This design comes from an exercise in tuning for small area, a short achievable clock period and few clock cycles per item on the open sky130 flow, not from production work.
Only simulation tests tie the RTL to the original design; equivalence was not proved.

==> flow/design.v <==
module hilo_muldiv_ctrl (
  input  logic        clk,
  input  logic        rst,
  input  logic        op_valid,
  input  logic [2:0]  op,
  input  logic [31:0] rs_data,
  input  logic [31:0] rt_data,
  input  logic        rd_req,
  input  logic        flush,
  output logic        op_ready,
  output logic        busy,
  output logic        stall,
  output logic        done,
  output logic [63:0] hilo_out
);
  logic [63:0] r_hilo;
  logic        r_busy, r_mul, r_prep, r_div, r_fix, r_done;
  logic [32:0] r_x;       
  logic [31:0] r_q;       
  logic [33:0] r_acc;     
  logic [1:0]  r_cnt;     
  logic [4:0]  r_dcnt;    
  logic        r_last, r_sgn, r_qneg, r_rneg, r_u;
  logic [3:0]  r_one, r_two, r_neg;   
  logic w_acc, w_is_mul, w_is_div, w_sgn_in, w_na_in_n, w_nb_in_n;
  assign w_acc     = ~r_busy & op_valid & ~flush;
  assign w_is_mul  = (op == 3'd1) | (op == 3'd2);
  assign w_is_div  = (op == 3'd3) | (op == 3'd4);
  assign w_sgn_in  = (op == 3'd1) | (op == 3'd3);
  assign w_na_in_n = (op == 3'd3) & rs_data[31];
  assign w_nb_in_n = (op == 3'd3) & rt_data[31];
  function automatic logic [11:0] benc(input logic [8:0] b);   
    logic [3:0] one, two, neg;
    for (int m = 0; m < 4; m++) begin
      one[m] = b[2*m+1] ^ b[2*m];
      two[m] = (b[2*m+2] & ~b[2*m+1] & ~b[2*m]) | (~b[2*m+2] & b[2*m+1] & b[2*m]);
      neg[m] = b[2*m+2] & ~(b[2*m+1] & b[2*m]);
    end
    benc = {neg, two, one};
  endfunction
  logic [33:0] w_xe;
  assign w_xe = {r_x[32], r_x};
  logic [33:0] w_pp0, w_pp1, w_pp2, w_pp3;
  assign w_pp0 = ({34{r_one[0]}} & w_xe | {34{r_two[0]}} & {w_xe[32:0], 1'b0}) ^ {34{r_neg[0]}};
  assign w_pp1 = ({34{r_one[1]}} & w_xe | {34{r_two[1]}} & {w_xe[32:0], 1'b0}) ^ {34{r_neg[1]}};
  assign w_pp2 = ({34{r_one[2]}} & w_xe | {34{r_two[2]}} & {w_xe[32:0], 1'b0}) ^ {34{r_neg[2]}};
  assign w_pp3 = ({34{r_one[3]}} & w_xe | {34{r_two[3]}} & {w_xe[32:0], 1'b0}) ^ {34{r_neg[3]}};
  logic [3:0]  w_neg;
  assign w_neg = r_neg;
  logic        w_rinc;
  logic [33:0] w_acc_in;
  assign w_rinc   = (r_fix | r_prep) & r_rneg;
  assign w_acc_in = r_acc ^ {34{w_rinc}};
  logic [32:0] w_ur;
  assign w_ur = {33{r_u}} & r_x;
  logic [42-1:0] w_ta, w_tb, w_p;
  wire t0_s = w_acc_in[4] ^ w_pp0[4];
  wire t0_c = w_acc_in[4] & w_pp0[4];
  wire t1_s = w_acc_in[5] ^ w_pp0[5];
  wire t1_c = w_acc_in[5] & w_pp0[5];
  wire t2_s = w_acc_in[6] ^ w_pp0[6] ^ w_pp1[4];
  wire t2_c = (w_acc_in[6] & w_pp0[6]) | (w_pp1[4] & (w_acc_in[6] ^ w_pp0[6]));
  wire t3_s = w_pp2[2] ^ w_pp3[0];
  wire t3_c = w_pp2[2] & w_pp3[0];
  wire t4_s = w_acc_in[7] ^ w_pp0[7] ^ w_pp1[5];
  wire t4_c = (w_acc_in[7] & w_pp0[7]) | (w_pp1[5] & (w_acc_in[7] ^ w_pp0[7]));
  wire t5_s = w_pp2[3] ^ w_pp3[1];
  wire t5_c = w_pp2[3] & w_pp3[1];
  wire t6_s = w_acc_in[8] ^ w_pp0[8] ^ w_pp1[6];
  wire t6_c = (w_acc_in[8] & w_pp0[8]) | (w_pp1[6] & (w_acc_in[8] ^ w_pp0[8]));
  wire t7_s = w_pp2[4] ^ w_pp3[2] ^ w_ur[0];
  wire t7_c = (w_pp2[4] & w_pp3[2]) | (w_ur[0] & (w_pp2[4] ^ w_pp3[2]));
  wire t8_s = w_acc_in[9] ^ w_pp0[9] ^ w_pp1[7];
  wire t8_c = (w_acc_in[9] & w_pp0[9]) | (w_pp1[7] & (w_acc_in[9] ^ w_pp0[9]));
  wire t9_s = w_pp2[5] ^ w_pp3[3] ^ w_ur[1];
  wire t9_c = (w_pp2[5] & w_pp3[3]) | (w_ur[1] & (w_pp2[5] ^ w_pp3[3]));
  wire t10_s = w_acc_in[10] ^ w_pp0[10] ^ w_pp1[8];
  wire t10_c = (w_acc_in[10] & w_pp0[10]) | (w_pp1[8] & (w_acc_in[10] ^ w_pp0[10]));
  wire t11_s = w_pp2[6] ^ w_pp3[4] ^ w_ur[2];
  wire t11_c = (w_pp2[6] & w_pp3[4]) | (w_ur[2] & (w_pp2[6] ^ w_pp3[4]));
  wire t12_s = w_acc_in[11] ^ w_pp0[11] ^ w_pp1[9];
  wire t12_c = (w_acc_in[11] & w_pp0[11]) | (w_pp1[9] & (w_acc_in[11] ^ w_pp0[11]));
  wire t13_s = w_pp2[7] ^ w_pp3[5] ^ w_ur[3];
  wire t13_c = (w_pp2[7] & w_pp3[5]) | (w_ur[3] & (w_pp2[7] ^ w_pp3[5]));
  wire t14_s = w_acc_in[12] ^ w_pp0[12] ^ w_pp1[10];
  wire t14_c = (w_acc_in[12] & w_pp0[12]) | (w_pp1[10] & (w_acc_in[12] ^ w_pp0[12]));
  wire t15_s = w_pp2[8] ^ w_pp3[6] ^ w_ur[4];
  wire t15_c = (w_pp2[8] & w_pp3[6]) | (w_ur[4] & (w_pp2[8] ^ w_pp3[6]));
  wire t16_s = w_acc_in[13] ^ w_pp0[13] ^ w_pp1[11];
  wire t16_c = (w_acc_in[13] & w_pp0[13]) | (w_pp1[11] & (w_acc_in[13] ^ w_pp0[13]));
  wire t17_s = w_pp2[9] ^ w_pp3[7] ^ w_ur[5];
  wire t17_c = (w_pp2[9] & w_pp3[7]) | (w_ur[5] & (w_pp2[9] ^ w_pp3[7]));
  wire t18_s = w_acc_in[14] ^ w_pp0[14] ^ w_pp1[12];
  wire t18_c = (w_acc_in[14] & w_pp0[14]) | (w_pp1[12] & (w_acc_in[14] ^ w_pp0[14]));
  wire t19_s = w_pp2[10] ^ w_pp3[8] ^ w_ur[6];
  wire t19_c = (w_pp2[10] & w_pp3[8]) | (w_ur[6] & (w_pp2[10] ^ w_pp3[8]));
  wire t20_s = w_acc_in[15] ^ w_pp0[15] ^ w_pp1[13];
  wire t20_c = (w_acc_in[15] & w_pp0[15]) | (w_pp1[13] & (w_acc_in[15] ^ w_pp0[15]));
  wire t21_s = w_pp2[11] ^ w_pp3[9] ^ w_ur[7];
  wire t21_c = (w_pp2[11] & w_pp3[9]) | (w_ur[7] & (w_pp2[11] ^ w_pp3[9]));
  wire t22_s = w_acc_in[16] ^ w_pp0[16] ^ w_pp1[14];
  wire t22_c = (w_acc_in[16] & w_pp0[16]) | (w_pp1[14] & (w_acc_in[16] ^ w_pp0[16]));
  wire t23_s = w_pp2[12] ^ w_pp3[10] ^ w_ur[8];
  wire t23_c = (w_pp2[12] & w_pp3[10]) | (w_ur[8] & (w_pp2[12] ^ w_pp3[10]));
  wire t24_s = w_acc_in[17] ^ w_pp0[17] ^ w_pp1[15];
  wire t24_c = (w_acc_in[17] & w_pp0[17]) | (w_pp1[15] & (w_acc_in[17] ^ w_pp0[17]));
  wire t25_s = w_pp2[13] ^ w_pp3[11] ^ w_ur[9];
  wire t25_c = (w_pp2[13] & w_pp3[11]) | (w_ur[9] & (w_pp2[13] ^ w_pp3[11]));
  wire t26_s = w_acc_in[18] ^ w_pp0[18] ^ w_pp1[16];
  wire t26_c = (w_acc_in[18] & w_pp0[18]) | (w_pp1[16] & (w_acc_in[18] ^ w_pp0[18]));
  wire t27_s = w_pp2[14] ^ w_pp3[12] ^ w_ur[10];
  wire t27_c = (w_pp2[14] & w_pp3[12]) | (w_ur[10] & (w_pp2[14] ^ w_pp3[12]));
  wire t28_s = w_acc_in[19] ^ w_pp0[19] ^ w_pp1[17];
  wire t28_c = (w_acc_in[19] & w_pp0[19]) | (w_pp1[17] & (w_acc_in[19] ^ w_pp0[19]));
  wire t29_s = w_pp2[15] ^ w_pp3[13] ^ w_ur[11];
  wire t29_c = (w_pp2[15] & w_pp3[13]) | (w_ur[11] & (w_pp2[15] ^ w_pp3[13]));
  wire t30_s = w_acc_in[20] ^ w_pp0[20] ^ w_pp1[18];
  wire t30_c = (w_acc_in[20] & w_pp0[20]) | (w_pp1[18] & (w_acc_in[20] ^ w_pp0[20]));
  wire t31_s = w_pp2[16] ^ w_pp3[14] ^ w_ur[12];
  wire t31_c = (w_pp2[16] & w_pp3[14]) | (w_ur[12] & (w_pp2[16] ^ w_pp3[14]));
  wire t32_s = w_acc_in[21] ^ w_pp0[21] ^ w_pp1[19];
  wire t32_c = (w_acc_in[21] & w_pp0[21]) | (w_pp1[19] & (w_acc_in[21] ^ w_pp0[21]));
  wire t33_s = w_pp2[17] ^ w_pp3[15] ^ w_ur[13];
  wire t33_c = (w_pp2[17] & w_pp3[15]) | (w_ur[13] & (w_pp2[17] ^ w_pp3[15]));
  wire t34_s = w_acc_in[22] ^ w_pp0[22] ^ w_pp1[20];
  wire t34_c = (w_acc_in[22] & w_pp0[22]) | (w_pp1[20] & (w_acc_in[22] ^ w_pp0[22]));
  wire t35_s = w_pp2[18] ^ w_pp3[16] ^ w_ur[14];
  wire t35_c = (w_pp2[18] & w_pp3[16]) | (w_ur[14] & (w_pp2[18] ^ w_pp3[16]));
  wire t36_s = w_acc_in[23] ^ w_pp0[23] ^ w_pp1[21];
  wire t36_c = (w_acc_in[23] & w_pp0[23]) | (w_pp1[21] & (w_acc_in[23] ^ w_pp0[23]));
  wire t37_s = w_pp2[19] ^ w_pp3[17] ^ w_ur[15];
  wire t37_c = (w_pp2[19] & w_pp3[17]) | (w_ur[15] & (w_pp2[19] ^ w_pp3[17]));
  wire t38_s = w_acc_in[24] ^ w_pp0[24] ^ w_pp1[22];
  wire t38_c = (w_acc_in[24] & w_pp0[24]) | (w_pp1[22] & (w_acc_in[24] ^ w_pp0[24]));
  wire t39_s = w_pp2[20] ^ w_pp3[18] ^ w_ur[16];
  wire t39_c = (w_pp2[20] & w_pp3[18]) | (w_ur[16] & (w_pp2[20] ^ w_pp3[18]));
  wire t40_s = w_acc_in[25] ^ w_pp0[25] ^ w_pp1[23];
  wire t40_c = (w_acc_in[25] & w_pp0[25]) | (w_pp1[23] & (w_acc_in[25] ^ w_pp0[25]));
  wire t41_s = w_pp2[21] ^ w_pp3[19] ^ w_ur[17];
  wire t41_c = (w_pp2[21] & w_pp3[19]) | (w_ur[17] & (w_pp2[21] ^ w_pp3[19]));
  wire t42_s = w_acc_in[26] ^ w_pp0[26] ^ w_pp1[24];
  wire t42_c = (w_acc_in[26] & w_pp0[26]) | (w_pp1[24] & (w_acc_in[26] ^ w_pp0[26]));
  wire t43_s = w_pp2[22] ^ w_pp3[20] ^ w_ur[18];
  wire t43_c = (w_pp2[22] & w_pp3[20]) | (w_ur[18] & (w_pp2[22] ^ w_pp3[20]));
  wire t44_s = w_acc_in[27] ^ w_pp0[27] ^ w_pp1[25];
  wire t44_c = (w_acc_in[27] & w_pp0[27]) | (w_pp1[25] & (w_acc_in[27] ^ w_pp0[27]));
  wire t45_s = w_pp2[23] ^ w_pp3[21] ^ w_ur[19];
  wire t45_c = (w_pp2[23] & w_pp3[21]) | (w_ur[19] & (w_pp2[23] ^ w_pp3[21]));
  wire t46_s = w_acc_in[28] ^ w_pp0[28] ^ w_pp1[26];
  wire t46_c = (w_acc_in[28] & w_pp0[28]) | (w_pp1[26] & (w_acc_in[28] ^ w_pp0[28]));
  wire t47_s = w_pp2[24] ^ w_pp3[22] ^ w_ur[20];
  wire t47_c = (w_pp2[24] & w_pp3[22]) | (w_ur[20] & (w_pp2[24] ^ w_pp3[22]));
  wire t48_s = w_acc_in[29] ^ w_pp0[29] ^ w_pp1[27];
  wire t48_c = (w_acc_in[29] & w_pp0[29]) | (w_pp1[27] & (w_acc_in[29] ^ w_pp0[29]));
  wire t49_s = w_pp2[25] ^ w_pp3[23] ^ w_ur[21];
  wire t49_c = (w_pp2[25] & w_pp3[23]) | (w_ur[21] & (w_pp2[25] ^ w_pp3[23]));
  wire t50_s = w_acc_in[30] ^ w_pp0[30] ^ w_pp1[28];
  wire t50_c = (w_acc_in[30] & w_pp0[30]) | (w_pp1[28] & (w_acc_in[30] ^ w_pp0[30]));
  wire t51_s = w_pp2[26] ^ w_pp3[24] ^ w_ur[22];
  wire t51_c = (w_pp2[26] & w_pp3[24]) | (w_ur[22] & (w_pp2[26] ^ w_pp3[24]));
  wire t52_s = w_acc_in[31] ^ w_pp0[31] ^ w_pp1[29];
  wire t52_c = (w_acc_in[31] & w_pp0[31]) | (w_pp1[29] & (w_acc_in[31] ^ w_pp0[31]));
  wire t53_s = w_pp2[27] ^ w_pp3[25] ^ w_ur[23];
  wire t53_c = (w_pp2[27] & w_pp3[25]) | (w_ur[23] & (w_pp2[27] ^ w_pp3[25]));
  wire t54_s = w_acc_in[32] ^ w_pp0[32] ^ w_pp1[30];
  wire t54_c = (w_acc_in[32] & w_pp0[32]) | (w_pp1[30] & (w_acc_in[32] ^ w_pp0[32]));
  wire t55_s = w_pp2[28] ^ w_pp3[26] ^ w_ur[24];
  wire t55_c = (w_pp2[28] & w_pp3[26]) | (w_ur[24] & (w_pp2[28] ^ w_pp3[26]));
  wire t56_s = ~w_acc_in[33] ^ ~w_pp0[33] ^ w_pp1[31];
  wire t56_c = (~w_acc_in[33] & ~w_pp0[33]) | (w_pp1[31] & (~w_acc_in[33] ^ ~w_pp0[33]));
  wire t57_s = w_pp2[29] ^ w_pp3[27] ^ w_ur[25];
  wire t57_c = (w_pp2[29] & w_pp3[27]) | (w_ur[25] & (w_pp2[29] ^ w_pp3[27]));
  wire t58_s = w_pp1[32] ^ w_pp2[30] ^ w_pp3[28];
  wire t58_c = (w_pp1[32] & w_pp2[30]) | (w_pp3[28] & (w_pp1[32] ^ w_pp2[30]));
  wire t59_s = w_ur[26] ^ 1'b1;
  wire t59_c = w_ur[26] & 1'b1;
  wire t60_s = ~w_pp1[33] ^ w_pp2[31] ^ w_pp3[29];
  wire t60_c = (~w_pp1[33] & w_pp2[31]) | (w_pp3[29] & (~w_pp1[33] ^ w_pp2[31]));
  wire t61_s = w_pp2[32] ^ w_pp3[30];
  wire t61_c = w_pp2[32] & w_pp3[30];
  wire t62_s = w_acc_in[0] ^ w_pp0[0];
  wire t62_c = w_acc_in[0] & w_pp0[0];
  wire t63_s = w_acc_in[2] ^ w_pp0[2];
  wire t63_c = w_acc_in[2] & w_pp0[2];
  wire t64_s = w_acc_in[3] ^ w_pp0[3];
  wire t64_c = w_acc_in[3] & w_pp0[3];
  wire t65_s = t0_s ^ w_pp1[2] ^ w_pp2[0];
  wire t65_c = (t0_s & w_pp1[2]) | (w_pp2[0] & (t0_s ^ w_pp1[2]));
  wire t66_s = t0_c ^ t1_s ^ w_pp1[3];
  wire t66_c = (t0_c & t1_s) | (w_pp1[3] & (t0_c ^ t1_s));
  wire t67_s = t1_c ^ t2_s ^ t3_s;
  wire t67_c = (t1_c & t2_s) | (t3_s & (t1_c ^ t2_s));
  wire t68_s = t2_c ^ t3_c ^ t4_s;
  wire t68_c = (t2_c & t3_c) | (t4_s & (t2_c ^ t3_c));
  wire t69_s = t4_c ^ t5_c ^ t6_s;
  wire t69_c = (t4_c & t5_c) | (t6_s & (t4_c ^ t5_c));
  wire t70_s = t6_c ^ t7_c ^ t8_s;
  wire t70_c = (t6_c & t7_c) | (t8_s & (t6_c ^ t7_c));
  wire t71_s = t8_c ^ t9_c ^ t10_s;
  wire t71_c = (t8_c & t9_c) | (t10_s & (t8_c ^ t9_c));
  wire t72_s = t10_c ^ t11_c ^ t12_s;
  wire t72_c = (t10_c & t11_c) | (t12_s & (t10_c ^ t11_c));
  wire t73_s = t12_c ^ t13_c ^ t14_s;
  wire t73_c = (t12_c & t13_c) | (t14_s & (t12_c ^ t13_c));
  wire t74_s = t14_c ^ t15_c ^ t16_s;
  wire t74_c = (t14_c & t15_c) | (t16_s & (t14_c ^ t15_c));
  wire t75_s = t16_c ^ t17_c ^ t18_s;
  wire t75_c = (t16_c & t17_c) | (t18_s & (t16_c ^ t17_c));
  wire t76_s = t18_c ^ t19_c ^ t20_s;
  wire t76_c = (t18_c & t19_c) | (t20_s & (t18_c ^ t19_c));
  wire t77_s = t20_c ^ t21_c ^ t22_s;
  wire t77_c = (t20_c & t21_c) | (t22_s & (t20_c ^ t21_c));
  wire t78_s = t22_c ^ t23_c ^ t24_s;
  wire t78_c = (t22_c & t23_c) | (t24_s & (t22_c ^ t23_c));
  wire t79_s = t24_c ^ t25_c ^ t26_s;
  wire t79_c = (t24_c & t25_c) | (t26_s & (t24_c ^ t25_c));
  wire t80_s = t26_c ^ t27_c ^ t28_s;
  wire t80_c = (t26_c & t27_c) | (t28_s & (t26_c ^ t27_c));
  wire t81_s = t28_c ^ t29_c ^ t30_s;
  wire t81_c = (t28_c & t29_c) | (t30_s & (t28_c ^ t29_c));
  wire t82_s = t30_c ^ t31_c ^ t32_s;
  wire t82_c = (t30_c & t31_c) | (t32_s & (t30_c ^ t31_c));
  wire t83_s = t32_c ^ t33_c ^ t34_s;
  wire t83_c = (t32_c & t33_c) | (t34_s & (t32_c ^ t33_c));
  wire t84_s = t34_c ^ t35_c ^ t36_s;
  wire t84_c = (t34_c & t35_c) | (t36_s & (t34_c ^ t35_c));
  wire t85_s = t36_c ^ t37_c ^ t38_s;
  wire t85_c = (t36_c & t37_c) | (t38_s & (t36_c ^ t37_c));
  wire t86_s = t38_c ^ t39_c ^ t40_s;
  wire t86_c = (t38_c & t39_c) | (t40_s & (t38_c ^ t39_c));
  wire t87_s = t40_c ^ t41_c ^ t42_s;
  wire t87_c = (t40_c & t41_c) | (t42_s & (t40_c ^ t41_c));
  wire t88_s = t42_c ^ t43_c ^ t44_s;
  wire t88_c = (t42_c & t43_c) | (t44_s & (t42_c ^ t43_c));
  wire t89_s = t44_c ^ t45_c ^ t46_s;
  wire t89_c = (t44_c & t45_c) | (t46_s & (t44_c ^ t45_c));
  wire t90_s = t46_c ^ t47_c ^ t48_s;
  wire t90_c = (t46_c & t47_c) | (t48_s & (t46_c ^ t47_c));
  wire t91_s = t48_c ^ t49_c ^ t50_s;
  wire t91_c = (t48_c & t49_c) | (t50_s & (t48_c ^ t49_c));
  wire t92_s = t50_c ^ t51_c ^ t52_s;
  wire t92_c = (t50_c & t51_c) | (t52_s & (t50_c ^ t51_c));
  wire t93_s = t52_c ^ t53_c ^ t54_s;
  wire t93_c = (t52_c & t53_c) | (t54_s & (t52_c ^ t53_c));
  wire t94_s = t54_c ^ t55_c ^ t56_s;
  wire t94_c = (t54_c & t55_c) | (t56_s & (t54_c ^ t55_c));
  wire t95_s = t56_c ^ t57_c ^ t58_s;
  wire t95_c = (t56_c & t57_c) | (t58_s & (t56_c ^ t57_c));
  wire t96_s = t58_c ^ t59_c ^ t60_s;
  wire t96_c = (t58_c & t59_c) | (t60_s & (t58_c ^ t59_c));
  wire t97_s = t60_c ^ t61_s ^ w_ur[28];
  wire t97_c = (t60_c & t61_s) | (w_ur[28] & (t60_c ^ t61_s));
  wire t98_s = t61_c ^ ~w_pp2[33] ^ w_pp3[31];
  wire t98_c = (t61_c & ~w_pp2[33]) | (w_pp3[31] & (t61_c ^ ~w_pp2[33]));
  wire t99_s = w_pp3[32] ^ w_ur[30];
  wire t99_c = w_pp3[32] & w_ur[30];
  wire t100_s = t62_s ^ w_neg[0];
  wire t100_c = t62_s & w_neg[0];
  wire t101_s = t62_c ^ w_acc_in[1] ^ w_pp0[1];
  wire t101_c = (t62_c & w_acc_in[1]) | (w_pp0[1] & (t62_c ^ w_acc_in[1]));
  wire t102_s = t63_s ^ w_pp1[0] ^ w_neg[1];
  wire t102_c = (t63_s & w_pp1[0]) | (w_neg[1] & (t63_s ^ w_pp1[0]));
  wire t103_s = t63_c ^ t64_s ^ w_pp1[1];
  wire t103_c = (t63_c & t64_s) | (w_pp1[1] & (t63_c ^ t64_s));
  wire t104_s = t64_c ^ t65_s ^ w_neg[2];
  wire t104_c = (t64_c & t65_s) | (w_neg[2] & (t64_c ^ t65_s));
  wire t105_s = t65_c ^ t66_s ^ w_pp2[1];
  wire t105_c = (t65_c & t66_s) | (w_pp2[1] & (t65_c ^ t66_s));
  wire t106_s = t66_c ^ t67_s ^ w_neg[3];
  wire t106_c = (t66_c & t67_s) | (w_neg[3] & (t66_c ^ t67_s));
  wire t107_s = t67_c ^ t68_s ^ t5_s;
  wire t107_c = (t67_c & t68_s) | (t5_s & (t67_c ^ t68_s));
  wire t108_s = t68_c ^ t69_s ^ t7_s;
  wire t108_c = (t68_c & t69_s) | (t7_s & (t68_c ^ t69_s));
  wire t109_s = t69_c ^ t70_s ^ t9_s;
  wire t109_c = (t69_c & t70_s) | (t9_s & (t69_c ^ t70_s));
  wire t110_s = t70_c ^ t71_s ^ t11_s;
  wire t110_c = (t70_c & t71_s) | (t11_s & (t70_c ^ t71_s));
  wire t111_s = t71_c ^ t72_s ^ t13_s;
  wire t111_c = (t71_c & t72_s) | (t13_s & (t71_c ^ t72_s));
  wire t112_s = t72_c ^ t73_s ^ t15_s;
  wire t112_c = (t72_c & t73_s) | (t15_s & (t72_c ^ t73_s));
  wire t113_s = t73_c ^ t74_s ^ t17_s;
  wire t113_c = (t73_c & t74_s) | (t17_s & (t73_c ^ t74_s));
  wire t114_s = t74_c ^ t75_s ^ t19_s;
  wire t114_c = (t74_c & t75_s) | (t19_s & (t74_c ^ t75_s));
  wire t115_s = t75_c ^ t76_s ^ t21_s;
  wire t115_c = (t75_c & t76_s) | (t21_s & (t75_c ^ t76_s));
  wire t116_s = t76_c ^ t77_s ^ t23_s;
  wire t116_c = (t76_c & t77_s) | (t23_s & (t76_c ^ t77_s));
  wire t117_s = t77_c ^ t78_s ^ t25_s;
  wire t117_c = (t77_c & t78_s) | (t25_s & (t77_c ^ t78_s));
  wire t118_s = t78_c ^ t79_s ^ t27_s;
  wire t118_c = (t78_c & t79_s) | (t27_s & (t78_c ^ t79_s));
  wire t119_s = t79_c ^ t80_s ^ t29_s;
  wire t119_c = (t79_c & t80_s) | (t29_s & (t79_c ^ t80_s));
  wire t120_s = t80_c ^ t81_s ^ t31_s;
  wire t120_c = (t80_c & t81_s) | (t31_s & (t80_c ^ t81_s));
  wire t121_s = t81_c ^ t82_s ^ t33_s;
  wire t121_c = (t81_c & t82_s) | (t33_s & (t81_c ^ t82_s));
  wire t122_s = t82_c ^ t83_s ^ t35_s;
  wire t122_c = (t82_c & t83_s) | (t35_s & (t82_c ^ t83_s));
  wire t123_s = t83_c ^ t84_s ^ t37_s;
  wire t123_c = (t83_c & t84_s) | (t37_s & (t83_c ^ t84_s));
  wire t124_s = t84_c ^ t85_s ^ t39_s;
  wire t124_c = (t84_c & t85_s) | (t39_s & (t84_c ^ t85_s));
  wire t125_s = t85_c ^ t86_s ^ t41_s;
  wire t125_c = (t85_c & t86_s) | (t41_s & (t85_c ^ t86_s));
  wire t126_s = t86_c ^ t87_s ^ t43_s;
  wire t126_c = (t86_c & t87_s) | (t43_s & (t86_c ^ t87_s));
  wire t127_s = t87_c ^ t88_s ^ t45_s;
  wire t127_c = (t87_c & t88_s) | (t45_s & (t87_c ^ t88_s));
  wire t128_s = t88_c ^ t89_s ^ t47_s;
  wire t128_c = (t88_c & t89_s) | (t47_s & (t88_c ^ t89_s));
  wire t129_s = t89_c ^ t90_s ^ t49_s;
  wire t129_c = (t89_c & t90_s) | (t49_s & (t89_c ^ t90_s));
  wire t130_s = t90_c ^ t91_s ^ t51_s;
  wire t130_c = (t90_c & t91_s) | (t51_s & (t90_c ^ t91_s));
  wire t131_s = t91_c ^ t92_s ^ t53_s;
  wire t131_c = (t91_c & t92_s) | (t53_s & (t91_c ^ t92_s));
  wire t132_s = t92_c ^ t93_s ^ t55_s;
  wire t132_c = (t92_c & t93_s) | (t55_s & (t92_c ^ t93_s));
  wire t133_s = t93_c ^ t94_s ^ t57_s;
  wire t133_c = (t93_c & t94_s) | (t57_s & (t93_c ^ t94_s));
  wire t134_s = t94_c ^ t95_s ^ t59_s;
  wire t134_c = (t94_c & t95_s) | (t59_s & (t94_c ^ t95_s));
  wire t135_s = t95_c ^ t96_s ^ w_ur[27];
  wire t135_c = (t95_c & t96_s) | (w_ur[27] & (t95_c ^ t96_s));
  wire t136_s = t96_c ^ t97_s ^ 1'b1;
  wire t136_c = (t96_c & t97_s) | (1'b1 & (t96_c ^ t97_s));
  wire t137_s = t97_c ^ t98_s ^ w_ur[29];
  wire t137_c = (t97_c & t98_s) | (w_ur[29] & (t97_c ^ t98_s));
  wire t138_s = t98_c ^ t99_s ^ 1'b1;
  wire t138_c = (t98_c & t99_s) | (1'b1 & (t98_c ^ t99_s));
  wire t139_s = t99_c ^ ~w_pp3[33] ^ w_ur[31];
  wire t139_c = (t99_c & ~w_pp3[33]) | (w_ur[31] & (t99_c ^ ~w_pp3[33]));
  assign w_ta = {1'b1, t139_c, t138_c, t137_c, t136_c, t135_c, t134_c, t133_c, t132_c, t131_c, t130_c, t129_c, t128_c, t127_c, t126_c, t125_c, t124_c, t123_c, t122_c, t121_c, t120_c, t119_c, t118_c, t117_c, t116_c, t115_c, t114_c, t113_c, t112_c, t111_c, t110_c, t109_c, t108_c, t107_c, t106_c, t105_c, t104_c, t103_c, t102_c, t101_c, t100_c, t100_s};
  assign w_tb = {1'b0, ~w_ur[32], t139_s, t138_s, t137_s, t136_s, t135_s, t134_s, t133_s, t132_s, t131_s, t130_s, t129_s, t128_s, t127_s, t126_s, t125_s, t124_s, t123_s, t122_s, t121_s, t120_s, t119_s, t118_s, t117_s, t116_s, t115_s, t114_s, t113_s, t112_s, t111_s, t110_s, t109_s, t108_s, t107_s, t106_s, t105_s, t104_s, t103_s, t102_s, t101_s, w_rinc};
  assign w_p = w_ta + w_tb;
  function automatic logic [31:0] cneg(input logic [31:0] v, input logic n);
    logic [31:0] o;
    o = v;
    for (int k = 1; k < 32; k = k * 2)
      for (int i = 31; i >= 0; i--)
        if ((i / k) % 2 == 1) o[i] = o[i] | o[(i / k) * k - 1];
    cneg = v ^ ({32{n}} & {o[30:0], 1'b0});
  endfunction
  logic [31:0] w_na, w_nb;
  assign w_na = cneg(rs_data, w_na_in_n);
  assign w_nb = cneg(r_busy ? r_q : rt_data, r_busy ? r_qneg : w_nb_in_n);
  function automatic logic [5:0] lzc(input logic [31:0] v);
    logic [15:0] z1; logic [15:0] c1;
    logic [7:0]  z2; logic [15:0] c2;
    logic [3:0]  z3; logic [11:0] c3;
    logic [1:0]  z4; logic [7:0]  c4;
    for (int i = 0; i < 16; i++) begin
      z1[i] = ~(v[2*i+1] | v[2*i]);
      c1[i] = ~v[2*i+1];
    end
    for (int i = 0; i < 8; i++) begin
      z2[i] = z1[2*i+1] & z1[2*i];
      c2[2*i+:2] = z1[2*i+1] ? {1'b1, c1[2*i]} : {1'b0, c1[2*i+1]};
    end
    for (int i = 0; i < 4; i++) begin
      z3[i] = z2[2*i+1] & z2[2*i];
      c3[3*i+:3] = z2[2*i+1] ? {1'b1, c2[2*(2*i)+:2]} : {1'b0, c2[2*(2*i+1)+:2]};
    end
    for (int i = 0; i < 2; i++) begin
      z4[i] = z3[2*i+1] & z3[2*i];
      c4[4*i+:4] = z3[2*i+1] ? {1'b1, c3[3*(2*i)+:3]} : {1'b0, c3[3*(2*i+1)+:3]};
    end
    lzc = (z4[1] & z4[0]) ? 6'd32 : z4[1] ? {2'b01, c4[3:0]} : {2'b00, c4[7:4]};
  endfunction
  logic [5:0] w_za, w_zb;
  logic [4:0] w_sh;
  logic       w_bz, w_lt;
  assign w_za = lzc(r_acc[31:0]);
  assign w_zb = lzc(r_x[31:0]);
  assign w_bz = w_zb[5];
  assign w_lt = (w_za > w_zb);
  assign w_sh = w_zb[4:0] - w_za[4:0];
  logic w_ge;
  assign w_ge = ~w_p[33];
  logic w_mfin, w_pfin, w_dfin;
  assign w_mfin = r_mul & r_last;
  assign w_pfin = r_prep & (w_bz | w_lt);
  assign w_dfin = r_div & r_last;
  always_ff @(posedge clk) begin
    if (rst) begin
      r_busy <= 1'b0;
      r_mul  <= 1'b0;
      r_prep <= 1'b0;
      r_div  <= 1'b0;
      r_fix  <= 1'b0;
      r_done <= 1'b0;
      r_hilo <= '0;
    end else begin
      r_done <= ~flush & (w_mfin | w_pfin | r_fix);
      if (r_busy) begin
        if (flush | w_mfin | w_pfin | r_fix) begin
          r_busy <= 1'b0;
          r_mul  <= 1'b0;
          r_prep <= 1'b0;
          r_div  <= 1'b0;
          r_fix  <= 1'b0;
        end else begin
          if (r_prep) begin
            r_prep <= 1'b0;
            r_div  <= 1'b1;
          end
          if (w_dfin) begin
            r_div  <= 1'b0;
            r_fix  <= 1'b1;
          end
        end
      end else if (w_acc) begin
        r_busy <= w_is_mul | w_is_div;
        r_mul  <= w_is_mul;
        r_prep <= w_is_div;
      end
      if (~flush) begin
        if (w_acc & (op == 3'd5)) r_hilo[63:32] <= rs_data;
        if (w_acc & (op == 3'd6)) r_hilo[31:0]  <= rs_data;
        if (w_mfin) r_hilo <= {w_p[39:8], w_p[7:0], r_q[31:8]};
        if (w_pfin | r_fix) r_hilo <= {w_p[31:0], r_fix ? w_nb : {32{w_bz}}};
      end
    end
  end
  always_ff @(posedge clk) begin
    if (~r_busy) begin
      r_x    <= {w_is_mul & w_sgn_in & rt_data[31], w_nb};
      r_q    <= rs_data;
      r_acc  <= {2'b0, {32{w_is_div}} & w_na};
      r_sgn  <= w_sgn_in;
      r_rneg <= w_na_in_n;
      r_qneg <= w_na_in_n ^ w_nb_in_n;
      r_cnt  <= 2'd3;
      r_last <= 1'b0;
      r_u    <= 1'b0;
      {r_neg, r_two, r_one} <= {12{w_is_mul}} & benc({rs_data[7:0], 1'b0});
    end else if (r_mul) begin
      r_q    <= {w_p[7:0], r_q[31:8]};
      r_acc  <= w_p[41:8];
      r_cnt  <= r_cnt - 2'd1;
      r_last <= (r_cnt == 2'd1);
      r_u    <= (r_cnt == 2'd1) & ~r_sgn & r_q[15];
      {r_neg, r_two, r_one} <= benc(r_q[15:7]);
    end else if (r_prep) begin
      r_x    <= {1'b0, r_x[31:0] << w_sh};
      r_q    <= '0;
      r_dcnt <= w_sh;
      r_last <= (w_sh == 5'd0);
      {r_neg, r_two, r_one} <= {4'b0001, 4'b0000, 4'b0001};
    end else if (r_div) begin
      if (~r_last) r_x <= {1'b0, r_x[32:1]};
      r_acc    <= w_p[33:0];
      r_q      <= {r_q[30:0], w_ge};
      r_dcnt   <= r_dcnt - 5'd1;
      r_last   <= (r_dcnt == 5'd1);
      r_one[0] <= ~r_last | ~w_ge;
      r_neg[0] <= r_last ? r_rneg : w_ge;
    end
  end
  assign op_ready = ~r_busy;
  assign busy     = r_busy;
  assign stall    = r_busy & (op_valid | rd_req);
  assign done     = r_done;
  assign hilo_out = r_hilo;
endmodule
==> flow/flow/run.sh <==
#!/bin/bash
# The standard layout (the standard.sh: ORFS synthesis through finish, unchanged), with
# timing repair aimed 6.1 ns below the clock period and at the worst endpoints only.
set -euo pipefail
bash standard.sh SETUP_SLACK_MARGIN=6.1 TNS_END_PERCENT=10 finish > flow_make.log 2>&1
==> flow/standard.sh <==
#!/bin/bash
# synth_recipe.tcl (not shown) runs the flow's synth.tcl, then flattens the netlist and writes it again
# the make line also repeats each setting of config.mk as NAME=value (left out here)
make -C /OpenROAD-flow-scripts/flow DESIGN_CONFIG=/design/flow/config.mk WORK_HOME=/design/flow/orfs CLKGATE_MAP_FILE= SYNTH_SCRIPT=/design/flow/synth_recipe.tcl "${@:-finish}"
==> flow/config.mk <==
export PLATFORM = sky130hd
export DESIGN_NAME = hilo_muldiv_ctrl
export DESIGN_NICKNAME = hilo_muldiv_ctrl
export VERILOG_FILES = /design/flow/design.v
export SDC_FILE = /design/flow/constraint.sdc
export NUM_CORES = 4
export LEC_CHECK = 0
export CAP_MARGIN = 20
export CORE_MARGIN = 2
export CORE_UTILIZATION = 40
export SLEW_MARGIN = 20
==> flow/constraint.sdc <==
create_clock -name core_clock -period 11.0 [get_ports {clk}]
set_input_delay 2.2000 -clock core_clock [delete_from_list [all_inputs] [get_ports {clk}]]
set_output_delay 2.2000 -clock core_clock [all_outputs]
set_load 0.01 [all_outputs]
==> metrics.md, run 1 <==
| Metric | Value |
|---|---|
| CTS Buffer Depth | 2 |
| Layout Area Growth over Synthesis | 23.88% |
| Sink Count | 193 |
| GRT Util Overall | 0.3297 |
| First-pass GRT wire length | ~140000 um |
| Hold Slack | about 0.46 ns |
| CP Launch Type | register |
| Slew Limit Headroom | 0.3378 |
| Fillers | 5138 |
| Largest net degree at the start of global routing | between 80 and 90 |
| Final setup TNS | 0 ns |
| DR vias/cell | about 6.3 |
| Vias in the first global route | roughly 22000 |
| Crit Path Max Fanout | 7 |
| Netlist Area Pre-Place | 22230 um2 |
| Cell area after layout | between 20000 and 30000 um2 |
| Status | finished clean |
| CTS tree | done |
| Primary FF master, synth | edfxtp_1 |
| Iteration-0 DRC Markers | between 3000 and 4000 |
| Period utilization | 0.4775 |
| Post-DR wirelength/cell | around 27 um |
| Yosys warning count | 1 |
| Post-DP Area | 24140 um2 |
| Io pins | 140 |
| Required @ worst endpoint | 11.22 ns |
| Finished Layout Cells | ~3600 |
| Final GP Congestion | 0.9695 |
| Initial core utilization | 0.4042 |
| DRC | 0 |
| FMAX | approximately 0.19 GHz |
| Number of synthesized flops with an enable pin | 117 |
| Class of the worst hold path | reg2reg |
| Mapped Avg Cell Area | a little over 8 um2 |
| Die Y-Extent | ~240 um |
| Placed Cells | 3416 |
| Ant. Diodes | 0 |
| Commonest non-fill, non-tap cell in the layout | nand2_1 |
| Maxcap violations | 0 |
| Antenna violations before repair | 1 |
| CP Capture Type | register |
| Clock Tree Root | clkbuf_16 |
| Vias | 22677 |
| Post-synthesis cell count | approximately 2700 |
| Die area | roughly 57000 um2 |
| RSZ-0062 raised after global routing | true |
| Mapped Nets | between 2000 and 3000 |
| Clk_skew | 0.02224 ns |
| H-tree lvl count | 4 |
| Final wirelength | about 96000 um |
| Inserted Clock Buffers | 17 |
| CP arrival | 5.47 ns |
| Chip Width | 239.7 um |
| Floorplan core area | approximately 55000 um2 |
| Reg-to-reg critical path startpoint | r_x[7] |
| DRT antenna net count | 0 |
| Clk slew on worst S/H paths | roughly 0.090 ns |
| Kind of critical path | reg2reg |
| Fraction of registers with async set/reset | 0 |
| Hold_sp | r_hilo[33] |
| Synthesized flop and latch total | 193 |
| Fin crit period | around 5.3 ns |
| Placement row count | 86 |
| Clock latency (worst-skew pair) | roughly 0.47 ns |
| Final setup violation count | 0 |
| Nets | about 3100 |
| Final Max Slew Viols | 0 |
| Drt first pass iters | 8 |
| Most frequent cells in the layout | nand2_1, nor2_1, a21oi_1 |
| Share of the yosys chip area belonging to registers | 0.2265 |
| Synth cell types | between 70 and 80 |
| Final hold violation count | 0 |
| Final Core Density | 0.5008 |
| Grt total ovfl | 0 |
| PortBufs | approximately 140 |
| Worst-Margin Slew | 0.9908 ns |
| DP Wirelength | slightly below 70000 um |
| Worst Setup SP | r_x[7] |
| Fraction of layout cells with a size suffix above 1 | 0.1632 |
-- layout make-up --
class | count | area (um2) | share of cell area
clock buffer | 17 | 425.4 | 0.01545
clock inverter | 15 | 201.4 | 0.007316
inverter | 162 | 614.3 | 0.02231
multi-input combinational | 2127 | 16960 | 0.6160
sequential | 193 | 5040 | 0.1830
tap | 748 | 935.9 | 0.03399
timing repair buffer | 347 | 3357 | 0.1219
-- worst paths after layout --
check / end / slack [ns] / cells past startpoint
setup / recovery: r_acc[30] / 5.75 / 15
hold / removal: r_hilo[33] / 0.46 / 2
setup reg to reg: r_acc[30] / 5.75 / 15
hold reg to reg: r_hilo[33] / 0.46 / 2
-- repair_timing --
action,CTS,global route
cloned,1,1
pin swaps,57,34
endpoints found under the setup margin,139,134
hold buffers,0,0
gates resized for setup,137,109
setup buffers,127,32
-- cell usage after synthesis, types with 11 or more instances --
library cell | count | area share
mux2i_1 | 69 | 0.031
a221oi_1 | 39 | 0.015
o21ai_0 | 150 | 0.034
nand3b_1 | 14 | 0.0047
a211oi_1 | 29 | 0.0098
a21o_1 | 31 | 0.010
and2_1 | 13 | 0.0037
clkbuf_1 | 209 | 0.035
nand2_1 | 268 | 0.045
ha_1 | 73 | 0.041
inv_1 | 161 | 0.027
a22oi_1 | 137 | 0.046
a31oi_1 | 18 | 0.0051
fa_1 | 128 | 0.12
buf_1 | 19 | 0.0032
a21oi_1 | 199 | 0.045
nor3_1 | 91 | 0.020
o211ai_1 | 28 | 0.0095
nand4_1 | 15 | 0.0042
nor2_1 | 240 | 0.041
nor4_1 | 15 | 0.0042
nor2b_1 | 17 | 0.0048
xnor2_1 | 169 | 0.067
edfxtp_1 | 117 | 0.16
and3_1 | 12 | 0.0034
o21bai_1 | 11 | 0.0037
nand3_1 | 28 | 0.0063
dfxtp_1 | 76 | 0.068
o21a_1 | 12 | 0.0041
mux2_2 | 13 | 0.0066
o22ai_1 | 35 | 0.0099
mux4_2 | 13 | 0.013
xor2_1 | 127 | 0.050
-- sequential cells by signal (all words and copies together), names as in the netlist, 2 cells and up --
| register | cells |
|---|---|
| r_acc | 34 |
| r_cnt | 2 |
| r_dcnt | 5 |
| r_hilo | 64 |
| r_neg | 4 |
| r_one | 4 |
| r_q | 32 |
| r_two | 4 |
| r_x | 33 |
-- through the flow --
step | setup WS, ns
after global routing | 5.561
after detailed placement | 4.968
after floorplan | 6.101
final | 5.748
after global placement | 4.911
after CTS | 5.813
-- worst max-delay path, cell delays in order, from the launching register on --
cell and delay [ns]:
edfxtp_1 0.60, buf_12 0.23, a22oi_2 0.17, xnor2_1 0.16
fa_1 0.46, fa_1 0.50, fa_2 0.66, ha_4 0.24
a21oi_1 0.15, o21a_1 0.19, o21ai_4 0.09, o211ai_1 0.23
or3b_4 0.47, o31ai_4 0.33, o211ai_1 0.18, a221o_1 0.35
-- logic make-up (layout without fill, tap and decap cells) --
group | count (synthesis) | after routing | synth area share
muxes | 95 | 95 | 0.05083
adders and majority gates | 201 | 201 | 0.1564
xor gates and xnor gates | 296 | 296 | 0.1166
AOI/OAI and AO/OA | 776 | 776 | 0.2280
DFF | 193 | 193 | 0.2265
and+or+nand+nor | 759 | 759 | 0.1536
buffers and inverters | 400 | 541 | 0.06811
-- layer usage --
metal,global-route usage,vias to the layer above,part of all wire
met5,0,-,0.00016
met2,0.4841,1472,0.43
met4,0.1737,2,0.059
met1,0.4681,11092,0.41
li1,-,9876,-
met3,0.04644,235,0.10
Testbench counts, summed over its fixed seeds: cycles 15,693, ops 3,200.
==> run 2, diff against run 1 <==
==> flow/run.sh (new file) <==
#!/bin/bash
# synth_recipe.tcl (not shown) runs the flow's synth.tcl, then flattens the netlist and writes it again
# the make line also repeats each setting of config.mk as NAME=value (left out here)
make -C /OpenROAD-flow-scripts/flow DESIGN_CONFIG=/design/flow/config.mk WORK_HOME=/design/flow/orfs CLKGATE_MAP_FILE= SYNTH_SCRIPT=/design/flow/synth_recipe.tcl finish
--- a/flow/config.mk
+++ b/flow/config.mk
@@ -7,5 +7,6 @@
 export LEC_CHECK = 0
 export CAP_MARGIN = 20
 export CORE_MARGIN = 2
-export CORE_UTILIZATION = 40
+export CORE_UTILIZATION = 60
+export SETUP_SLACK_MARGIN = 5
 export SLEW_MARGIN = 20
removed: flow/flow/run.sh
removed: flow/standard.sh
==> metrics.md, run 2 <==
| Metric | Value |
|---|---|
| Status | finished clean |
| Netlist Area Pre-Place | roughly 22000 um2 |
| Fillers | approximately 3000 |
| Drt first pass iters | 7 |
| PortBufs | 139 |
| Vias | roughly 23000 |
| DR vias/cell | ~7 |
| FF-to-FF setup slack | between 5 and 6 ns |
| Place WS | around 4.7 ns |
| Largest register FFs | between 60 and 70 |
| Count leader, synth | nand2_1 |
| H-tree lvl count | 4 |
| Io pins | 140 |
| DRC | 0 |
| Clk_skew | just under 0.02 ns |
| Largest net degree at the start of global routing | between 80 and 90 |
| Post-synth top area cell | edfxtp_1 |
| Number of synthesized flops with an enable pin | around 120 |
| Die Y-Extent | 196.5 um |
| Synthesized flop and latch total | roughly 190 |
| Most frequent cells in the layout | nand2_1, nor2_1, a21oi_1 |
| CTS Buffer Depth | 2 |
| DRT antenna net count | 0 |
| Nets | approximately 3000 |
| DP Wirelength | 63470 um |
| Initial core utilization | 0.6086 |
| Clock Tree Root | clkbuf_16 |
| Finished Layout Cells | 3231 |
| Synth cell types | 78 |
| Kind of critical path | reg2reg |
| Crit Path Max Fanout | 15 |
| WP buf/inv | 1 |
| CP arrival | around 6 ns |
| Worst Setup SP | r_x[25] |
| Layout Area Growth over Synthesis | 12.82% |
| Fin crit period | slightly below 6 ns |
| Final setup violation count | 0 |
| Reg-to-reg critical path startpoint | r_x[25] |
| Floorplan core area | between 30000 and 40000 um2 |
| CP Capture Type | register |
| Vias in the first global route | 21354 |
| Clk slew on worst S/H paths | roughly 0.090 ns |
| Synth cell count leaders | nand2_1, nor2_1, clkbuf_1 |
| Final setup TNS | 0 ns |
| Crit path to | r_acc[30] |
| R2R depth | 15 |
| Antenna violations before repair | 3 |
| Chip Width | between 150 and 200 um |
| Sink Count | slightly below 200 |
| Clock latency (worst-skew pair) | between 0.4 and 0.5 ns |
| Final Max Slew Viols | 0 |
| Inserted Clock Buffers | 17 |
| CTS tree | done |
| Final GP Congestion | roughly 1.1 |
| CP top delay family | adder cells |
| Synth area leaders | edfxtp_1, fa_1, dfxtp_1, xnor2_1, xor2_1 |
| Commonest non-fill, non-tap cell in the layout | nand2_1 |
| Post-synthesis cell count | 2720 |
| Placed Cells | ~3100 |
| Top reg by flops | r_hilo |
| CP cell instances | a22oi_1 -> xor2_1 -> fa_1 -> inv_1 -> fa_1 -> fa_1 -> ha_1 -> and3_1 -> nand4_1 -> nor3_1 -> o211ai_1 -> or3b_2 -> o31ai_2 -> o211ai_1 -> a221o_1 |
| Required @ worst endpoint | 11.22 ns |
| Class of the worst hold path | reg2reg |
| Mapped Nets | 2993 |
| Post-DR wirelength/cell | ~27 um |
| Worst setup margin | 5.132 ns |
| CP max stage cell | edfxtp_1 |
| Worst-Margin Slew | 1.135 ns |
| Iteration-0 DRC Markers | roughly 4000 |
| Fraction of registers with async set/reset | 0 |
| Hold Slack | 0.4735 ns |
| Slowest stage delay, CP | between 0.9 and 1 ns |
| Final Core Density | 0.6866 |
| Placement row count | 70 |
| Primary FF master, synth | edfxtp_1 |
| Largest regs | r_hilo (64), r_acc (34), r_x (33) |
| Slew Limit Headroom | 0.2433 |
| Most used cell along the critical path | fa_1 |
| Share of the yosys chip area belonging to registers | 0.2265 |
| Maxcap violations | 0 |
| RSZ-0062 raised after global routing | false |
| Top-area cell type share of the netlist area | 0.1581 |
| Final hold violation count | 0 |
| Final wirelength | between 80000 and 90000 um |
| WP depth | 15 |
| Grt total ovfl | 0 |
| First-pass GRT wire length | around 130000 um |
| FMAX | roughly 0.17 GHz |
| Yosys warning count | 1 |
| GRT Util Overall | 0.4517 |
| Mapped Avg Cell Area | 8.172 um2 |
| Period utilization | 0.5335 |
| Die area | 38600 um2 |
| Worst reg2reg endpoint | r_acc[30] |
| Fraction of layout cells with a size suffix above 1 | 0.07603 |
| CP Launch Type | register |
## run 2: cell type report
cell class              instances  area [um2]  share of cell area
repair buffers                248        2397             0.09559
flip-flops and latches        193        5040              0.2010
well taps                     468       585.6             0.02335
multi-input cells            2127       15830              0.6311
inverters                     162       610.6             0.02435
clock buffers                  17       425.4             0.01696
diodes                          1       2.502          0.00009979
clock inverters                15       190.2            0.007584
## run 2: cells by family (layout without fill, tap and decap cells)
logic type	count (synthesis)	in the layout	share of synthesized area
AOI/OAI and AO/OA	776	776	0.2280
xor gates and xnor gates	296	296	0.1166
adders and majority gates	201	201	0.1564
buffers and inverters	400	442	0.06811
DFF	193	193	0.2265
muxes	95	95	0.05083
other	0	1	0
and+or+nand+nor	759	759	0.1536
## run 2: how the worst min path moves through the flow
| stage | startpoint | to | slack (ns) | cells after the start |
|---|---|---|---|---|
| after floorplan | r_cnt[1] | r_cnt[1] | 0.46 | 2 |
| after global placement | r_hilo[63] | r_hilo[63] | 0.45 | 2 |
| after detailed placement | r_hilo[32] | r_hilo[32] | 0.45 | 2 |
| after CTS | r_hilo[32] | r_hilo[32] | 0.47 | 2 |
| after global routing | r_hilo[32] | r_hilo[32] | 0.50 | 2 |
| final | r_hilo[32] | r_hilo[32] | 0.47 | 2 |
## run 2: through the flow
step                      area [um2]
after floorplan                22230
after global placement         23740
after detailed placement       23740
after CTS                      24420
after global routing           25080
final                          25080
## run 2: timing repair
item                                    4_1_cts  5_1_grt
setup buffers                                 5       54
gates cloned                                  0        0
gates resized for setup                       4       19
endpoints found under the setup margin       43       55
hold buffers                                  0        0
## run 2: worst min-delay path, cell delays in order (launching register included)
cell,delay [ns]
dfxtp_1,0.32
nand2_1,0.05
a21oi_1,0.05
## run 2: routing by layer
metal	routed length (um)	share of wire	GRT usage	vias to the layer above
li1	-	-	-	9686
met1	33250	0.38	0.6443	10786
met4	4826	0.055	0.1841	4
met2	35850	0.41	0.6491	2030
met5	23	0.00026	0	-
met3	13450	0.15	0.1206	356
==> run 3, diff against run 2 <==
--- a/flow/config.mk
+++ b/flow/config.mk
@@ -7,6 +7,6 @@
 export LEC_CHECK = 0
 export CAP_MARGIN = 20
 export CORE_MARGIN = 2
-export CORE_UTILIZATION = 60
+export CORE_UTILIZATION = 40
 export SETUP_SLACK_MARGIN = 5
 export SLEW_MARGIN = 20
==> metrics.md, run 3 <==
| Metric | Value |
|---|---|
| Class of the worst hold path | reg2reg |
| CP Capture Type | register |
| Required @ worst endpoint | 11.38 ns |
| Synth cell types | 78 |
| Drt first pass iters | 7 |
| Die area | approximately 57000 um2 |
| CP arrival | 6.10 ns |
| Count leader, synth | nand2_1 |
| Crit Path Max Fanout | 35 |
| Final setup violation count | 0 |
| Largest register FFs | 64 |
| GRT Util Overall | 0.3161 |
| Nets | 3003 |
| Slowest stage delay, CP | between 0.5 and 0.6 ns |
| DRT antenna net count | 0 |
| RSZ-0062 raised after global routing | false |
| Reg-to-reg critical path startpoint | r_rneg |
| DP Wirelength | ~67000 um |
| Floorplan core area | between 50000 and 60000 um2 |
| Clk slew on worst S/H paths | 0.08 ns |
| WP buf/inv | 3 |
| Maxcap violations | 0 |
| H-tree lvl count | 4 |
| Chip Width | 239.7 um |
| R2R depth | 18 |
| Placement row count | 86 |
| Met1 usage | 0.4701 |
| Mapped Nets | between 2000 and 3000 |
| Most frequent cells in the layout | nand2_1, nor2_1, a21oi_1 |
| Antenna violations before repair | 1 |
| Grt total ovfl | 0 |
| Clock latency (worst-skew pair) | about 0.47 ns |
| Top-area cell type share of the netlist area | 0.1581 |
| Largest net degree at the start of global routing | 77 |
| Yosys warning count | 1 |
| Hold_buf cts | 0 |
| Synthesized flop and latch total | about 190 |
| Netlist Area Pre-Place | approximately 22000 um2 |
| Final Max Slew Viols | 0 |
| CP cell instances | o21ai_4 -> clkbuf_8 -> xnor2_1 -> fa_1 -> fa_1 -> inv_1 -> fa_1 -> inv_1 -> ha_1 -> nand2_1 -> a221oi_1 -> a21boi_0 -> o41a_1 -> o31a_1 -> o221ai_1 -> xnor2_1 -> a211o_1 -> a211oi_1 |
| Commonest non-fill, non-tap cell in the layout | nand2_1 |
| Sink Count | 193 |
| Synth area leaders | edfxtp_1, fa_1, dfxtp_1, xnor2_1, xor2_1 |
| FMAX | 0.1747 GHz |
| Vias | around 22000 |
| Vias in the first global route | roughly 21000 |
| Iteration-0 DRC Markers | 3223 |
| Die Y-Extent | between 200 and 250 um |
| Final GP Congestion | 1.007 |
| FF-to-FF setup slack | 5.28 ns |
| CTS tree | done |
| Met2 Use GR | 0.4510 |
| Io pins | 140 |
| Status | finished clean |
| Post-synthesis cell count | between 2000 and 3000 |
| Slew Limit Headroom | 0.2617 |
| Fraction of layout cells with a size suffix above 1 | 0.06635 |
| Fraction of registers with async set/reset | 0 |
| Post-synth top area cell | edfxtp_1 |
| CP max stage cell | fa_1 |
| Hold_sp | r_hilo[33] |
| Final setup TNS | 0 ns |
| Most used cell along the critical path | fa_1 |
| Busiest grt layer | met1 |
| Mapped Avg Cell Area | 8.172 um2 |
| Worst-Margin Slew | roughly 1.1 ns |
| DRC | 0 |
| Kind of critical path | reg2reg |
| Top reg by flops | r_hilo |
| CP top delay family | compound AO/OA/AOI/OAI gates |
| Largest regs | r_hilo (64), r_acc (34), r_x (33) |
| Hold Path End | r_hilo[33] |
| Synth cell count leaders | nand2_1, nor2_1, clkbuf_1 |
| Share of the yosys chip area belonging to registers | 0.2265 |
| Initial core utilization | 0.4042 |
| Clk_skew | approximately 0.017 ns |
| Period utilization | 0.5202 |
| Hold Slack | roughly 0.48 ns |
| Ant. Diodes | 0 |
| First-pass GRT wire length | about 140000 um |
| Number of synthesized flops with an enable pin | ~120 |
| CTS Buffer Depth | 2 |
| Fin crit period | around 5.7 ns |
| DR vias/cell | ~6.3 |
| Layout Area Growth over Synthesis | 13.19% |
| PortBufs | ~140 |
| Cells on Worst Hold Path | 2 |
| Inserted Clock Buffers | 17 |
| Clock Tree Root | clkbuf_16 |
| CP Launch Type | register |
| GR Util met3 | 0.03895 |
| Final wirelength | approximately 91000 um |
| Post-DR wirelength/cell | about 26 um |
| Primary FF master, synth | edfxtp_1 |
| Final hold violation count | 0 |
| Worst reg2reg endpoint | r_hilo[53] |
run 3: cell types whose count changed in the layout (fill, tap and decap cells not counted), moves of 4 or more:
cell / before / now
xnor2_1: 162 / 166
buf_12: 14 / 10
buf_4: 91 / 75
xnor2_2: 7 / 3
run 3: cell type report:
cell class,instances,area (um2)
tap,748,935.9
inverter,162,610.6
timing repair buffer,229,2216
clock buffer,17,425.4
clock inverter,15,180.2
fill,5450,29830
multi-input combinational,2127,15750
sequential,193,5040
run 3: per-stage QoR:
step	setup slack [ns]	instances	util	cell area, um2
floorplan	5.266	2720	-	22230
finish	5.277	3491	0.4576	25160
global placement	4.698	3426	0.4391	24140
global route	5.003	3491	0.4576	25160
detailed placement	4.686	3427	0.4393	24160
CTS	5.011	3467	0.4516	24830
run 3: worst register-to-register path: stages, from the launching register on:
cell      delay [ns]
edfxtp_1        0.45
o21ai_4         0.08
clkbuf_8        0.35
xnor2_1         0.29
fa_1            0.51
fa_1            0.55
inv_1           0.06
fa_1            0.50
inv_1           0.07
ha_1            0.39
nand2_1         0.08
a221oi_1        0.27
a21boi_0        0.24
o41a_1          0.54
o31a_1          0.31
o221ai_1        0.22
xnor2_1         0.23
a211o_1         0.32
a211oi_1        0.20
run 3: layer usage:
metal	part of all wire	wire length, um
met1	0.44	39840
met2	0.42	37910
met3	0.092	8427
met4	0.055	5024
met5	0	0
run 3: kinds of logic after synthesis:
group,Yosys count,synth area share
AO/OA/AOI/OAI,776,0.2280
multiplexers,95,0.05083
AND/OR/NAND/NOR,759,0.1536
XOR/XNOR,296,0.1166
flip-flops,193,0.2265
adder cells (fa/ha/maj),201,0.1564
buffers and inverters,400,0.06811
run 3: how the worst max path moves through the flow:
stage	start	endpoint	cells after the start
floorplan	r_prep	r_acc[30]	19
global placement	r_two[0]	r_acc[30]	16
detailed placement	r_one[1]	r_one[0]	18
CTS	r_x[5]	r_one[0]	18
global route	r_acc[21]	r_last	19
finish	r_rneg	r_hilo[53]	18
run 3: what timing repair did:
| item | in CTS | in global routing |
|---|---|---|
| setup buffers | 8 | 24 |
| cloned | 0 | 0 |
| pin swaps | 0 | 0 |
| setup endpoints to repair | 38 | 43 |
| resized for setup | 0 | 7 |
==> run 4, diff against run 3 <==
==> flow/flow/run.sh (new file) <==
#!/bin/bash
# The standard layout (the standard.sh: ORFS synthesis through finish, unchanged), with
# the ports buffered by buf_2 cells and timing repair aimed 6.1 ns below the clock period.
set -euo pipefail
bash standard.sh SETUP_SLACK_MARGIN=6.1 "BUFFER_PORTS_ARGS=-buffer_cell sky130_fd_sc_hd__buf_2" finish > flow_make.log 2>&1
==> flow/standard.sh (new file) <==
#!/bin/bash
# synth_recipe.tcl (not shown) runs the flow's synth.tcl, then flattens the netlist and writes it again
# the make line also repeats each setting of config.mk as NAME=value (left out here)
make -C /OpenROAD-flow-scripts/flow DESIGN_CONFIG=/design/flow/config.mk WORK_HOME=/design/flow/orfs CLKGATE_MAP_FILE= SYNTH_SCRIPT=/design/flow/synth_recipe.tcl "${@:-finish}"
--- a/flow/config.mk
+++ b/flow/config.mk
@@ -8,5 +8,4 @@
 export CAP_MARGIN = 20
 export CORE_MARGIN = 2
 export CORE_UTILIZATION = 40
-export SETUP_SLACK_MARGIN = 5
 export SLEW_MARGIN = 20
removed: flow/run.sh
==> metrics.md, run 4 <==
| Metric | Value |
|---|---|
| Yosys warning count | 1 |
| CTS tree | done |
| Clk_skew | around 0.021 ns |
| CTS Buffer Depth | 2 |
| Post-DP Area | 23470 um2 |
| Final wirelength | around 100000 um |
| Top reg by flops | r_hilo |
| CP max stage cell | fa_1 |
| Final GP Congestion | around 1 |
| CP cell instances | buf_12 -> buf_12 -> a22oi_1 -> xnor2_1 -> fa_1 -> fa_1 -> fa_1 -> ha_4 -> a21oi_2 -> o21bai_1 -> a21oi_2 -> o21ai_0 -> or3b_4 -> o31ai_4 -> o211ai_1 -> a221o_1 |
| Final hold violation count | 0 |
| Largest regs | r_hilo (64), r_acc (34), r_x (33) |
| Synth cell types | just under 80 |
| Crit Path Max Fanout | 22 |
| Finished Layout Cells | roughly 3700 |
| Sink Count | a little under 200 |
| Fraction of registers with async set/reset | 0 |
| Die Y-Extent | around 240 um |
| Layout Area Growth over Synthesis | 28.93% |
| CP Launch Type | register |
| Count leader, synth | nand2_1 |
| CP top delay family | adder cells |
| Placed Cells | ~3400 |
| Placement row count | 86 |
| Maxcap violations | 0 |
| Synth area leaders | edfxtp_1, fa_1, dfxtp_1, xnor2_1, xor2_1 |
| Vias in the first global route | 22127 |
| Cells on Worst Hold Path | 2 |
| FF-to-FF setup slack | about 5.8 ns |
| DRT antenna net count | 0 |
| Io pins | 140 |
| Largest register FFs | 64 |
| Nets | 3219 |
| Top-area cell type share of the netlist area | 0.1581 |
| Number of synthesized flops with an enable pin | approximately 120 |
| Hold_buf cts | 0 |
| Final setup TNS | 0 ns |
| First-pass GRT wire length | approximately 140000 um |
| Grt total ovfl | 0 |
| CP arrival | around 5.4 ns |
| Chip Width | approximately 240 um |
| Inserted Clock Buffers | 17 |
| Reg-to-reg critical path startpoint | r_two[1] |
| Worst reg2reg endpoint | r_acc[30] |
| Required @ worst endpoint | 11.23 ns |
| Initial core utilization | 0.4042 |
| Clk slew on worst S/H paths | 0.09 ns |
| DRC | 0 |
| Place WS | slightly below 5 ns |
| Most frequent cells in the layout | nand2_1, buf_4, nor2_1 |
| Hold Path End | r_hilo[34] |
| Largest net degree at the start of global routing | 80 |
| Cell area after layout | approximately 29000 um2 |
| Netlist Area Pre-Place | roughly 22000 um2 |
| Commonest non-fill, non-tap cell in the layout | nand2_1 |
| Post-synth top area cell | edfxtp_1 |
| Status | finished clean |
| Mapped Avg Cell Area | ~8.2 um2 |
| Mapped Nets | 2993 |
| Floorplan core area | 54990 um2 |
| GRT Util Overall | 0.3374 |
| Iteration-0 DRC Markers | about 3100 |
| Fin crit period | 5.190 ns |
| Hold_sp | r_hilo[34] |
| Kind of critical path | reg2reg |
| Worst setup margin | approximately 5.8 ns |
| Final Max Slew Viols | 0 |
| Die area | roughly 57000 um2 |
| Vias | between 20000 and 25000 |
| Antenna violations before repair | 3 |
| H-tree lvl count | 4 |
| Post-DR wirelength/cell | 27.07 um |
| Clock latency (worst-skew pair) | ~0.48 ns |
| Period utilization | 0.4718 |
| Synthesized flop and latch total | ~190 |
| CP Capture Type | register |
| DP Wirelength | 67840 um |
| Fraction of layout cells with a size suffix above 1 | 0.2653 |
| Drt first pass iters | 5 |
| Slew Limit Headroom | 0.3024 |
| Slowest stage delay, CP | slightly below 0.6 ns |
| Final setup violation count | 0 |
| Worst-Margin Slew | ~1.0 ns |
| WP buf/inv | 2 |
| PortBufs | about 140 |
| Synth cell count leaders | nand2_1, nor2_1, clkbuf_1 |
| Class of the worst hold path | reg2reg |
| FMAX | between 0.15 and 0.2 GHz |
| Share of the yosys chip area belonging to registers | 0.2265 |
| DR vias/cell | ~6.3 |
| RSZ-0062 raised after global routing | true |
| Primary FF master, synth | edfxtp_1 |
| Clock Tree Root | clkbuf_16 |
| R2R depth | 16 |
| Most used cell along the critical path | fa_1 |
| Post-synthesis cell count | about 2700 |
[run 4: through the flow]
| stage | hold slack, ns | util |
|---|---|---|
| 3_3_place_gp | 0.4445 | 0.4250 |
| 3_5_place_dp | 0.4441 | 0.4268 |
| 5_1_grt | 0.4916 | 0.5212 |
| 4_1_cts | 0.4647 | 0.4949 |
| 2_1_floorplan | 0.4593 | - |
| 6_report | 0.4673 | 0.5212 |
[run 4: worst register-to-register path: cells and delay by family, from the launching register on]
kind / cells / cell delay (ns)
buffers and inverters: 2 / 0.33
XOR/XNOR: 1 / 0.21
adder cells (fa/ha/maj): 4 / 1.84
flip-flops: 1 / 0.44
AND/OR/NAND/NOR: 1 / 0.44
AO/OA/AOI/OAI: 8 / 1.69
[run 4: logic make-up (layout without fill, tap and decap cells)]
family | count (synthesis) | count (layout) | synth area share
AND/OR/NAND/NOR | 759 | 760 | 0.1536
other | 0 | 2 | 0
multiplexers | 95 | 95 | 0.05083
buffers and inverters | 400 | 638 | 0.06811
flip-flops | 193 | 193 | 0.2265
AO/OA/AOI/OAI | 776 | 776 | 0.2280
adder cells (fa/ha/maj) | 201 | 201 | 0.1564
XOR/XNOR | 296 | 296 | 0.1166
[run 4: final cells by class]
type	count	area [um2]
flip-flops and latches	193	5044
clock buffers	17	425.4
repair buffers	444	3701
fillers	4965	26330
clock inverters	15	224.0
diodes	2	5.005
well taps	748	935.9
inverters	162	619.3
multi-input cells	2128	17700
[run 4: repair_timing]
action	in CTS	in global routing
pin swaps	135	71
resized for setup	250	158
endpoints found under the hold margin	0	0
setup endpoints to repair	126	133
cloned	3	6
setup buffers	188	64
[run 4: worst max-delay path by stage]
stage | from | to | slack, ns | cells after the start
finish | r_two[1] | r_acc[30] | 5.81 | 16
CTS | r_x[7] | r_hilo[53] | 5.90 | 18
detailed placement | r_prep | r_hilo[53] | 4.90 | 19
global route | r_one[1] | r_acc[30] | 5.70 | 16
global placement | r_one[0] | r_acc[22] | 4.85 | 17
floorplan | r_x[4] | r_hilo[53] | 6.10 | 19
[run 4: layer usage]
metal  vias to the layer above  part of all wire  track usage
li1                      10079                 -            -
met1                     11525              0.39       0.4554
met2                      1581              0.44       0.5091
met3                       302              0.10      0.06304
met4                         2             0.069       0.1839
met5                         -           0.00012            0

## what the ideal ports hide
Ports are ideal in the flow. The routed layouts listed here were re-timed in OpenROAD.
Step 1 (the two cells are an assumption about what drives the block):
set clk [get_ports {clk}]
set_driving_cell -lib_cell sky130_fd_sc_hd__clkbuf_16 $clk
set_driving_cell -lib_cell sky130_fd_sc_hd__buf_2 [delete_from_list [all_inputs] $clk]
Step 2 adds t to the input delays and takes it off the output delays; t is the mean of the earliest and latest rising clock arrival at the registers after step 1. Input paths then give back, and output paths get back, about the clock's delay inside the block.
Slacks: ideal / step 1 / step 2; pairs: ideal / step 1.
| run | t (ns) | slack for setup (ns) | worst setup path after step 2 | worst register clock-pin slew, ns | worst data-port slew with drivers (ns) |
|---|---|---|---|---|---|
| run 1 | 0.514 | 5.748 / 5.748 / 5.404 | input to register | 0.09 / 0.09 | 0.07 |
| run 2 | 0.506 | 5.132 / 5.132 / 4.781 | input to register | 0.09 / 0.09 | 0.04 |
| run 3 | 0.512 | 5.277 / 5.277 / 4.919 | input to register | 0.09 / 0.09 | 0.04 |
| run 4 | 0.524 | 5.810 / 5.810 / 5.631 | input to register | 0.09 / 0.09 | 0.07 |
After both steps every run listed still meets setup and hold. For run 3, which loses most, drivers alone change the setup slack by 0.000 ns; drivers and shift together by -0.358 ns.
